This design comes from an exercise in tuning for small area, a short achievable clock period and few clock cycles on the open sky130 flow, not from production work.
Function was checked by simulation only, so behaviour that the tests miss may differ from the original.
Power and IR drop assume default switching activity.

`flow/design.v`:
```
package udpw_pkg;
  typedef struct packed {
    logic        first_level;
    logic [14:0] first_duration;
    logic        second_level;
    logic [14:0] second_duration;
    logic        last_symbol;
  } udpw_in_t;
  typedef struct packed {
    logic [7:0] byte_value;
    logic       has_byte;
    logic       last_byte;
  } udpw_out_t;
  localparam logic REG_BIT_TIME  = 1'b0;
  localparam logic REG_MAX_BYTES = 1'b1;
  localparam int unsigned IDLE_US     = 3000;
  localparam int unsigned STOP_FACTOR = 19;
  localparam int unsigned FRAME_BITS  = 10;
  localparam int unsigned OUT_LIMIT   = 64;
  localparam int unsigned STOP_INDEX  = 8;
  typedef struct packed {
    logic load_first;
    logic load_second;
    logic append;
    logic scan_rd;
    logic scan_skip;
    logic edge_take;
    logic samp_rd;
    logic samp_hit;
    logic samp_adv;
    logic frame_ok;
    logic frame_drop;
    logic push_mid;
    logic push_final;
  } udpw_cmd_t;
  typedef struct packed {
    logic last_hold;
    logic scan_done;
    logic edge_found;
    logic s_in;
    logic at_end;
    logic k_stop;
    logic stop_high;
    logic pend_valid;
    logic out_free;
  } udpw_stat_t;
endpackage
module udpw_ctrl (
  input  logic                clk,
  input  logic                rst_n,
  input  logic                in_valid,
  output logic                in_stall,
  input  udpw_pkg::udpw_stat_t st,
  output udpw_pkg::udpw_cmd_t  cmd
);
  typedef enum logic [8:0] {
    S_IDLE     = 9'b000000001,
    S_SEG2     = 9'b000000010,
    S_APPEND   = 9'b000000100,
    S_SCAN_RD  = 9'b000001000,
    S_SCAN_CHK = 9'b000010000,
    S_SAMP_RD  = 9'b000100000,
    S_SAMP_CHK = 9'b001000000,
    S_EMIT     = 9'b010000000,
    S_FINISH   = 9'b100000000
  } state_t;
  state_t state_r, state_nxt;
  assign in_stall = (state_r != S_IDLE);
  always_comb begin
    state_nxt = state_r;
    cmd       = '0;
    unique case (state_r)
      S_IDLE: begin
        if (in_valid) begin
          cmd.load_first = 1'b1;
          state_nxt      = S_SEG2;
        end
      end
      S_SEG2: begin
        cmd.load_second = 1'b1;
        state_nxt       = st.last_hold ? S_APPEND : S_IDLE;
      end
      S_APPEND: begin
        cmd.append = 1'b1;
        state_nxt  = S_SCAN_RD;
      end
      S_SCAN_RD: begin
        if (st.scan_done) begin
          state_nxt = S_FINISH;
        end else begin
          cmd.scan_rd = 1'b1;
          state_nxt   = S_SCAN_CHK;
        end
      end
      S_SCAN_CHK: begin
        if (st.edge_found) begin
          cmd.edge_take = 1'b1;
          state_nxt     = S_SAMP_RD;
        end else begin
          cmd.scan_skip = 1'b1;
          state_nxt     = S_SCAN_RD;
        end
      end
      S_SAMP_RD: begin
        cmd.samp_rd = 1'b1;
        state_nxt   = S_SAMP_CHK;
      end
      S_SAMP_CHK: begin
        if (st.s_in) begin
          if (!st.k_stop) begin
            cmd.samp_hit = 1'b1;
            state_nxt    = S_SAMP_RD;
          end else if (st.stop_high) begin
            cmd.frame_ok = 1'b1;
            state_nxt    = st.pend_valid ? S_EMIT : S_SCAN_RD;
          end else begin
            cmd.frame_drop = 1'b1;
            state_nxt      = S_SCAN_RD;
          end
        end else if (st.at_end) begin
          cmd.frame_drop = 1'b1;
          state_nxt      = S_SCAN_RD;
        end else begin
          cmd.samp_adv = 1'b1;
          state_nxt    = S_SAMP_RD;
        end
      end
      S_EMIT: begin
        if (st.out_free) begin
          cmd.push_mid = 1'b1;
          state_nxt    = S_SCAN_RD;
        end
      end
      S_FINISH: begin
        if (st.out_free) begin
          cmd.push_final = 1'b1;
          state_nxt      = S_IDLE;
        end
      end
      default: state_nxt = S_IDLE;
    endcase
  end
  always_ff @(posedge clk) begin
    if (!rst_n) begin
      state_r <= S_IDLE;
    end else begin
      state_r <= state_nxt;
    end
  end
endmodule
module udpw_dpath #(
  parameter int SYMBOLS = 64
) (
  input  logic                clk,
  input  logic                rst_n,
  input  udpw_pkg::udpw_in_t  in_data,
  input  logic                cfg_we,
  input  logic                cfg_addr,
  input  logic [15:0]         cfg_wdata,
  input  logic                out_stall,
  output logic                out_valid,
  output udpw_pkg::udpw_out_t out_data,
  input  udpw_pkg::udpw_cmd_t  cmd,
  output udpw_pkg::udpw_stat_t st
);
  localparam int DEPTH = 2 * SYMBOLS;
  localparam int AW    = $clog2(DEPTH);
  localparam int CW    = $clog2(DEPTH + 1);
  localparam int KW    = $clog2(SYMBOLS + 1);
  localparam int TW    = $clog2(DEPTH * 32767 + udpw_pkg::IDLE_US + 1);
  localparam int SW    = ((TW > 20) ? TW : 20) + 1;
  localparam int MW    = TW + 1;
  logic [15:0] bit_r;
  logic [6:0]  max_bytes_r;
  always_ff @(posedge clk) begin
    if (!rst_n) begin
      bit_r       <= 16'd104;
      max_bytes_r <= 7'd64;
    end else if (cfg_we) begin
      unique case (cfg_addr)
        udpw_pkg::REG_BIT_TIME:  bit_r       <= cfg_wdata;
        udpw_pkg::REG_MAX_BYTES: max_bytes_r <= cfg_wdata[6:0];
        default: ;
      endcase
    end
  end
  logic [CW-1:0] total_r;
  logic [KW-1:0] taken_r;
  logic [TW-1:0] cursor_r;
  logic          take_r;
  logic          last_r;
  logic          sec_lvl_r;
  logic [14:0]   sec_dur_r;
  logic [TW-1:0] line_end_r;
  logic [CW-1:0] i_r;
  logic [CW-1:0] j_r;
  logic [6:0]    count_r;
  logic [SW-1:0] not_before_r;
  logic          prev_r;
  logic [TW-1:0] t_r;
  logic          jlvl_r;
  logic [3:0]    k_r;
  logic [7:0]    val_r;
  logic [SW-1:0] s_r;
  logic [7:0]    pend_r;
  logic          pend_valid_r;
  logic          out_valid_r;
  udpw_pkg::udpw_out_t     out_r;
  logic [MW-1:0] seg_mem [DEPTH];
  logic [MW-1:0] rd_data_r;
  logic          rd_en;
  logic [AW-1:0] rd_addr;
  logic          wr_en;
  logic [AW-1:0] wr_addr;
  logic [MW-1:0] wr_data;
  logic          take;
  logic          room;
  logic          add_ok;
  logic          add_lvl;
  logic [14:0]   add_dur;
  logic          add_en;
  logic          rd_lvl;
  logic [TW-1:0] rd_start;
  logic [6:0]    limit;
  logic [4:0]    factor;
  logic [20:0]   prod;
  logic [TW-1:0] seg_end;
  logic          out_free;
  assign take     = (taken_r < KW'(SYMBOLS));
  assign room     = (total_r < CW'(DEPTH));
  assign rd_lvl   = rd_data_r[MW-1];
  assign rd_start = rd_data_r[TW-1:0];
  assign limit    = (max_bytes_r > 7'(udpw_pkg::OUT_LIMIT)) ? 7'(udpw_pkg::OUT_LIMIT) : max_bytes_r;
  assign out_free = !out_valid_r || !out_stall;
  always_comb begin
    add_ok  = 1'b0;
    add_lvl = 1'b0;
    add_dur = '0;
    if (cmd.load_first) begin
      add_ok  = take;
      add_lvl = in_data.first_level;
      add_dur = in_data.first_duration;
    end else if (cmd.load_second) begin
      add_ok  = take_r;
      add_lvl = sec_lvl_r;
      add_dur = sec_dur_r;
    end
  end
  assign add_en  = add_ok && (add_dur != '0) && room;
  assign wr_en   = add_en || (cmd.append && room);
  assign wr_addr = total_r[AW-1:0];
  assign wr_data = {(cmd.append ? 1'b1 : add_lvl), cursor_r};
  assign rd_en   = cmd.scan_rd || cmd.samp_rd;
  assign rd_addr = cmd.scan_rd ? i_r[AW-1:0] : AW'(j_r + CW'(1));
  always_ff @(posedge clk) begin
    if (wr_en) begin
      seg_mem[wr_addr] <= wr_data;
    end
    if (rd_en) begin
      rd_data_r <= seg_mem[rd_addr];
    end
  end
  assign factor = (k_r == 4'(udpw_pkg::STOP_INDEX)) ? 5'(udpw_pkg::STOP_FACTOR) : {k_r[2:0], 1'b1} + 5'd2;
  assign prod   = 21'(factor) * 21'(bit_r);
  assign seg_end = st.at_end ? line_end_r : rd_start;
  assign st.last_hold  = last_r;
  assign st.scan_done  = (i_r >= total_r) || (count_r >= limit);
  assign st.edge_found = !rd_lvl && prev_r && (SW'(rd_start) >= not_before_r);
  assign st.at_end     = ((j_r + CW'(1)) == total_r);
  assign st.s_in       = (s_r < SW'(seg_end));
  assign st.k_stop     = (k_r == 4'(udpw_pkg::STOP_INDEX));
  assign st.stop_high  = jlvl_r;
  assign st.pend_valid = pend_valid_r;
  assign st.out_free   = out_free;
  always_ff @(posedge clk) begin
    if (!rst_n) begin
      total_r      <= '0;
      taken_r      <= '0;
      cursor_r     <= '0;
      pend_valid_r <= 1'b0;
      out_valid_r  <= 1'b0;
    end else begin
      if (add_en) begin
        total_r  <= total_r + CW'(1);
        cursor_r <= cursor_r + TW'(add_dur);
      end
      if (cmd.append && room) begin
        total_r <= total_r + CW'(1);
      end
      if (cmd.load_first && take) begin
        taken_r <= taken_r + KW'(1);
      end
      if (cmd.frame_ok) begin
        pend_valid_r <= 1'b1;
      end
      if (cmd.push_mid || cmd.push_final) begin
        out_valid_r <= 1'b1;
      end else if (!out_stall) begin
        out_valid_r <= 1'b0;
      end
      if (cmd.push_final) begin
        pend_valid_r <= 1'b0;
        total_r      <= '0;
        taken_r      <= '0;
        cursor_r     <= '0;
      end
    end
  end
  always_ff @(posedge clk) begin
    if (cmd.load_first) begin
      take_r    <= take;
      last_r    <= in_data.last_symbol;
      sec_lvl_r <= in_data.second_level;
      sec_dur_r <= in_data.second_duration;
    end
    if (cmd.append) begin
      line_end_r   <= room ? cursor_r + TW'(udpw_pkg::IDLE_US) : cursor_r;
      i_r          <= '0;
      count_r      <= '0;
      not_before_r <= '0;
      prev_r       <= 1'b1;
    end
    if (cmd.scan_skip) begin
      prev_r <= rd_lvl;
      i_r    <= i_r + CW'(1);
    end
    if (cmd.edge_take) begin
      prev_r <= rd_lvl;
      t_r    <= rd_start;
      j_r    <= i_r;
      jlvl_r <= rd_lvl;
      k_r    <= '0;
      val_r  <= '0;
    end
    if (cmd.samp_rd) begin
      s_r <= SW'(t_r) + SW'(prod[20:1]);
    end
    if (cmd.samp_hit) begin
      val_r[k_r[2:0]] <= jlvl_r;
      k_r             <= k_r + 4'd1;
    end
    if (cmd.samp_adv) begin
      j_r    <= j_r + CW'(1);
      jlvl_r <= rd_lvl;
    end
    if (cmd.frame_drop) begin
      i_r <= i_r + CW'(1);
    end
    if (cmd.frame_ok) begin
      i_r          <= i_r + CW'(1);
      count_r      <= count_r + 7'd1;
      not_before_r <= SW'(t_r) + SW'(bit_r) * SW'(udpw_pkg::FRAME_BITS);
      if (!pend_valid_r) begin
        pend_r <= val_r;
      end
    end
    if (cmd.push_mid) begin
      out_r  <= {pend_r, 1'b1, 1'b0};
      pend_r <= val_r;
    end
    if (cmd.push_final) begin
      if (pend_valid_r) begin
        out_r <= {pend_r, 1'b1, 1'b1};
      end else begin
        out_r <= {8'd0, 1'b0, 1'b1};
      end
    end
  end
  assign out_valid = out_valid_r;
  assign out_data  = out_r;
endmodule
module uart_decode_from_pulse_widths #(
  parameter int SYMBOLS = 64
) (
  input  logic                clk,
  input  logic                rst_n,
  input  logic                in_valid,
  output logic                in_stall,
  input  logic [32:0]         in_data,
  output logic                out_valid,
  input  logic                out_stall,
  output logic [9:0]          out_data,
  input  logic                cfg_we,
  input  logic                cfg_addr,
  input  logic [15:0]         cfg_wdata
);
  udpw_pkg::udpw_cmd_t  cmd;
  udpw_pkg::udpw_stat_t st;
  udpw_pkg::udpw_in_t   in_s;
  udpw_pkg::udpw_out_t  out_s;
  assign in_s     = udpw_pkg::udpw_in_t'(in_data);
  assign out_data = 10'(out_s);
  udpw_ctrl u_ctrl (
    .clk      (clk),
    .rst_n    (rst_n),
    .in_valid (in_valid),
    .in_stall (in_stall),
    .st       (st),
    .cmd      (cmd)
  );
  udpw_dpath #(
    .SYMBOLS (SYMBOLS)
  ) u_dpath (
    .clk       (clk),
    .rst_n     (rst_n),
    .in_data   (in_s),
    .cfg_we    (cfg_we),
    .cfg_addr  (cfg_addr),
    .cfg_wdata (cfg_wdata),
    .out_stall (out_stall),
    .out_valid (out_valid),
    .out_data  (out_s),
    .cmd       (cmd),
    .st        (st)
  );
endmodule
```
`flow/constraint.sdc`:
```
create_clock -name core_clock -period 8.0 [get_ports {clk}]
set_input_delay 1.6000 -clock core_clock [delete_from_list [all_inputs] [get_ports {clk}]]
set_output_delay 1.6000 -clock core_clock [all_outputs]
set_load 0.01 [all_outputs]
```
`flow/run.sh`:
```
#!/bin/bash
# synth_recipe.tcl (not shown) runs the flow's synth.tcl, then flattens the netlist and writes it again
# the make line also repeats each setting of config.mk as NAME=value (left out here)
make -C /OpenROAD-flow-scripts/flow DESIGN_CONFIG=/design/flow/config.mk WORK_HOME=/design/flow/orfs CLKGATE_MAP_FILE= SYNTH_SCRIPT=/design/flow/synth_recipe.tcl finish
```
`flow/config.mk`:
```
export PLATFORM = sky130hd
export DESIGN_NAME = uart_decode_from_pulse_widths
export DESIGN_NICKNAME = uart_decode_from_pulse_widths
export VERILOG_FILES = /design/flow/design.v
export SDC_FILE = /design/flow/constraint.sdc
export NUM_CORES = 4
export LEC_CHECK = 0
export CAP_MARGIN = 20
export CORE_MARGIN = 2
export CORE_UTILIZATION = 40
export SLEW_MARGIN = 20
```
==> impl_metrics.sql <==
INSERT INTO impl_metrics (metric_group, metric, value, unit) VALUES
('timing', 'max_slew.worst_pin.slew', '1140', 'ps'),
('clock_network', 'post-cts-setup-buffers', '0', ''),
('layout', 'share_of_layout_cells_above_drive_strength_1', '18.3', '%'),
('drt', 'route.detailed.drc', '0', ''),
('logic_synthesis', 'post_synth_inst_count', '7664', ''),
('timing', 'maxClockFrequency', '141', 'MHz'),
('layout', 'flow.area_growth_from_synthesis', '13.9', '%'),
('place', 'place_area', '0.143', 'sq mm'),
('logic_synthesis', 'post_synth_fa_ha_maj_area_fraction', '2.38', '%'),
('clock_network', 'tritoncts.num_buffers', '344', ''),
('floorplanning', 'pin_count', '67', ''),
('floorplanning', 'fp.dieArea', '0.343', 'sq mm'),
('timing', 'maxSlewHeadroom', '23.2', '%'),
('timing', 'fin_setup_tns', '0', 'ps'),
('drt', 'iter_0_drt_violations', '8676', ''),
('min_path', 'min_path_type', 'flip-flop to flip-flop', ''),
('drt', 'ant_nets', '0', ''),
('drt', 'wirelength', '371', 'mm'),
('logic_synthesis', 'synth-main-ff-cell', 'edfxtp_1', ''),
('pwr', 'leakage', '50.8', 'nW'),
('clock_network', 'cts_tree', 'yes', ''),
('worst_setup_path', 'timing.critical_path.arrival', '7840', 'ps'),
('logic_synthesis', 'syn_area_per_cell', '17.6', 'sq um'),
('status', 'status', 'timing/DRC/antenna clean', ''),
('worst_setup_path', 'worst_setup_path_end_kind', 'flip-flop', ''),
('timing', 'finClkSkew', '96.0', 'ps'),
('logic_synthesis', 'synthArstFlopShare', '0', '%'),
('grt', 'grt_pass1_vias', '73500', ''),
('floorplanning', 'dieWidth', '586', 'um'),
('layout', 'final_nets', '8352', ''),
('timing', 'report.final.slew_viol_count', '0', ''),
('timing', 'rsz_0062_raised_after_global_routing', 'no', ''),
('logic_synthesis', 'post_synth_num_cell_types', '86', ''),
('pwr', 'power.density_cell_area', '232', 'mW/mm^2'),
('floorplanning', 'core.rowCount', '213', ''),
('clock_network', 'clock_insertion_delay_worst_skew', '970', 'ps'),
('grt', 'overflow', '0', ''),
('timing', 'report.final.hold_viol_count', '0', ''),
('layout', 'n_fill_cell', '28400', ''),
('logic_synthesis', 'synthXorXnorAreaFrac', '0.877', '%'),
('worst_setup_path', 'worstSetupPathType', 'flip-flop to flip-flop', ''),
('logic_synthesis', 'synth.mux.area_fraction', '10.6', '%'),
('pwr', 'power.ir.vdd_worst', '0.197', 'mV'),
('clock_network', 'clock_tree_buffer_depth', '4', ''),
('logic_synthesis', 'compound_gate_portion_of_the_synthesized_area', '5.62', '%'),
('flow_run', 'max_cap_violations', '0', ''),
('logic_synthesis', 'seq_area_frac_synth', '73.4', '%'),
('place', 'final_replace_weighted_congestion', '0.856', ''),
('grt', 'wire_length_of_the_first_global_routing_pass', '529', 'mm'),
('logic_synthesis', 'synth_simple_gate_area_share', '4.76', '%'),
('floorplanning', 'design.core.area', '0.337', 'sq mm'),
('worst_setup_path', 'required', '8720', 'ps'),
('floorplanning', 'initial_utilization', '40.2', '%'),
('layout', 'design_area', '0.154', 'sq mm'),
('place', 'port-buffer-count', '66', ''),
('drt', 'detail_route.first_pass.iterations', '6', ''),
('drt', 'drt_via_density', '5.75', ''),
('clock_network', 'htree_levels', '5', ''),
('timing', 'period_needed', '7110', 'ps'),
('worst_setup_path', 'critical-path-slowest-cell', 'fa_1', ''),
('worst_setup_path', 'worst_setup_path_start_kind', 'flip-flop', ''),
('grt', 'antenna_found_initial', '23', ''),
('logic_synthesis', 'synth.yosys.warnings', '2', ''),
('drt', 'vias', '74200', ''),
('logic_synthesis', 'ys_ff_latch', '3335', ''),
('logic_synthesis', 'synth-edff-count', '3255', ''),
('timing', 'share_of_the_clock_period_used_by_the_worst_path', '88.9', '%'),
('clock_network', 'cts.sinks', '3335', ''),
('clock_network', 'cts-hold-fix-buffers', '0', ''),
('floorplanning', 'floorplan.die.height', '586', 'um'),
('timing', 'finalSetupViolCount', '0', ''),
('drt', 'route.detailed.wl_per_inst', '28.8', 'um'),
('logic_synthesis', 'combinational_family_with_the_most_area_after_synthesis', 'multiplexers', ''),
('place', 'detailed_place_hpwl', '223', 'mm'),
('grt', 'globalRouteTotalUtil', '21.3', '%'),
('clock_network', 'clk_root_buffer_cell', 'clkbuf_16', ''),
('worst_setup_path', 'crit_path_frequent_cell', 'o21ai_0', ''),
('logic_synthesis', 'synthesis.area', '0.135', 'sq mm'),
('clock_network', 'cts.reportedPaths.clkPinSlew', '70', 'ps'),
('logic_synthesis', 'synth_nets', '7949', ''),
('grt', 'grt_max_degree', '98', ''),
('worst_setup_path', 'critical-path-max-stage-delay', '590', 'ps'),
('worst_setup_path', 'timing.critical_path.fanout_max', '25', '');
[sequential cells by signal (all words and copies together), names as in the netlist, 9 cells and up]
register              flops
u_dpath.seg_mem        3072
u_dpath.not_before_r     24
u_dpath.rd_data_r        24
u_dpath.s_r              24
u_dpath.cursor_r         23
u_dpath.line_end_r       23
u_dpath.t_r              23
u_dpath.bit_r            16
u_dpath.sec_dur_r        15
u_dpath.out_r            10
u_ctrl.state_r            9
[worst max-delay path: cells and delay by family (launching register included)]
kind,cells,cell delay (ps)
adders and majority gates,6,2330
xor gates and xnor gates,2,320
buffers and inverters,3,370
DFF,1,450
and+or+nand+nor,4,590
AOI/OAI and AO/OA,13,2800
[layout by cell type (no fill, tap or decap), drive strengths merged, types with 108 or more instances in the layout]
master  instances
a21oi         449
a22oi         146
buf           385
clkbuf        428
clkinv        148
edfxtp       3255
ha            184
inv           167
mux2i         324
mux4          482
nand2         756
nor2          280
nor4          108
[per-layer routing]
layer | part of all wire, % | GRT usage [%] | up-vias
met4 | 3.4 | 7.53 | 4
met2 | 49 | 35.1 | 3188
li1 | - | - | 31400
met3 | 7.5 | 3.22 | 552
met1 | 40 | 28.8 | 39000
met5 | 0.0073 | 0 | -
[worst paths after layout]
kind / depth (start not counted) / from / to / slack [ps]
setup / recovery: 28 / u_dpath.k_r[1] / u_dpath.s_r[21] / 890
setup reg to reg: 28 / u_dpath.k_r[1] / u_dpath.s_r[21] / 890
hold reg to reg: 0 / u_dpath.val_r[6] / u_dpath.pend_r[6] / 440
hold / removal: 0 / u_dpath.val_r[6] / u_dpath.pend_r[6] / 440
[repair_timing]
item | 4_1_cts | 5_1_grt
resized for setup | 0 | 1
hold endpoints to repair | 0 | 0
setup endpoints to repair | 0 | 1
[synthesized netlist by cell type (all sizes together), types with 7 or more instances]
master | n | area share, %
a2111oi | 62 | 0.41
a211oi | 35 | 0.19
a21boi | 7 | 0.039
a21o | 36 | 0.20
a21oi | 449 | 1.7
a22o | 88 | 0.57
a22oi | 146 | 0.81
a31oi | 52 | 0.24
and2 | 18 | 0.083
and3 | 22 | 0.10
and4 | 26 | 0.17
buf | 221 | 1.4
clkbuf | 173 | 0.49
dfxtp | 80 | 1.2
edfxtp | 3255 | 72
fa | 46 | 0.68
ha | 184 | 1.7
inv | 150 | 0.42
mux2 | 7 | 0.061
mux2i | 324 | 2.4
mux4 | 482 | 8.1
nand2 | 756 | 2.1
nand2b | 26 | 0.12
nand3 | 52 | 0.19
nand4 | 18 | 0.083
nor2 | 280 | 0.78
nor2b | 35 | 0.16
nor3 | 65 | 0.24
nor4 | 108 | 0.51
o211ai | 8 | 0.044
o21ai | 65 | 0.24
o221ai | 48 | 0.31
o22ai | 101 | 0.47
o31ai | 8 | 0.044
o41ai | 7 | 0.045
or2 | 8 | 0.037
or3 | 12 | 0.055
xnor2 | 86 | 0.56
xor2 | 46 | 0.30
[power by group]
| group | switching [mW] | total, mW | internal, mW | leakage, nW |
|---|---|---|---|---|
| registers | 0.133 | 19.3 | 19.2 | 31.0 |
| clock network | 6.76 | 15.7 | 8.97 | 5.36 |
| logic | 0.522 | 0.752 | 0.230 | 14.4 |
| total | 7.41 | 35.8 | 28.4 | 50.8 |
[cells by family (layout without fill, tap and decap cells)]
| kind of cell | count (synthesis) | count (layout) |
|---|---|---|
| AOI/OAI and AO/OA | 1162 | 1162 |
| xor gates and xnor gates | 133 | 133 |
| adders and majority gates | 230 | 230 |
| buffers and inverters | 545 | 1230 |
| DFF | 3335 | 3335 |
| muxes | 813 | 813 |
| other | 0 | 40 |
| and+or+nand+nor | 1446 | 1446 |
[cell type report]
cell class	count	area [sq um]	area share [%]
Sequential cell	3335	99400	64.5
Clock buffer	428	9080	5.89
Timing Repair Buffer	451	4140	2.69
Tap cell	4515	5650	3.67
Inverter	151	567	0.368
Antenna cell	40	100	0.0650
Clock inverter	200	1880	1.22
Multi-Input combinational cell	3784	33200	21.6
[through the flow]
step / hold WS, ps / power, mW / setup WS (ps) / util (%) / cells
global placement: 420 / 20.4 / 699 / 42.4 / 12200
floorplan: 402 / 20.1 / 1210 / - / 7664
finish: 439 / 35.8 / 887 / 45.8 / 12900
detailed placement: 422 / 20.4 / 778 / 42.5 / 12200
global route: 447 / 36.8 / 224 / 45.8 / 12900
CTS: 438 / 36.0 / 724 / 45.7 / 12900
Testbench counts, summed over its fixed seeds: cycles 49,733.

## afterwards: timing with drivers on the ports
The results above use ideal ports. As a check the final layout listed here was re-extracted and re-timed, cells and wires unchanged. Step 1 (the two cells are an assumption about what drives the block):
set clk [get_ports {clk}]
set_driving_cell -lib_cell sky130_fd_sc_hd__clkbuf_16 $clk
set_driving_cell -lib_cell sky130_fd_sc_hd__buf_2 [delete_from_list [all_inputs] $clk]
Step 2 adds t to the input delays and takes it off the output delays; t is the mean of the earliest and latest rising clock arrival at the registers after step 1. Input paths then give back, and output paths get back, about the clock's delay inside the block. a / b / c = no drivers / after step 1 / after step 2; a / b = the first two.
t (ns): 1.030
setup WS [ns]: 0.887 / 0.887 / 0.887
clock arrival spread, ns: 0.104 / 0.104
After both steps setup and hold are still met in this run. The setup slack of this run moves by 0.000 ns with the drivers and by 0.000 ns with both steps.
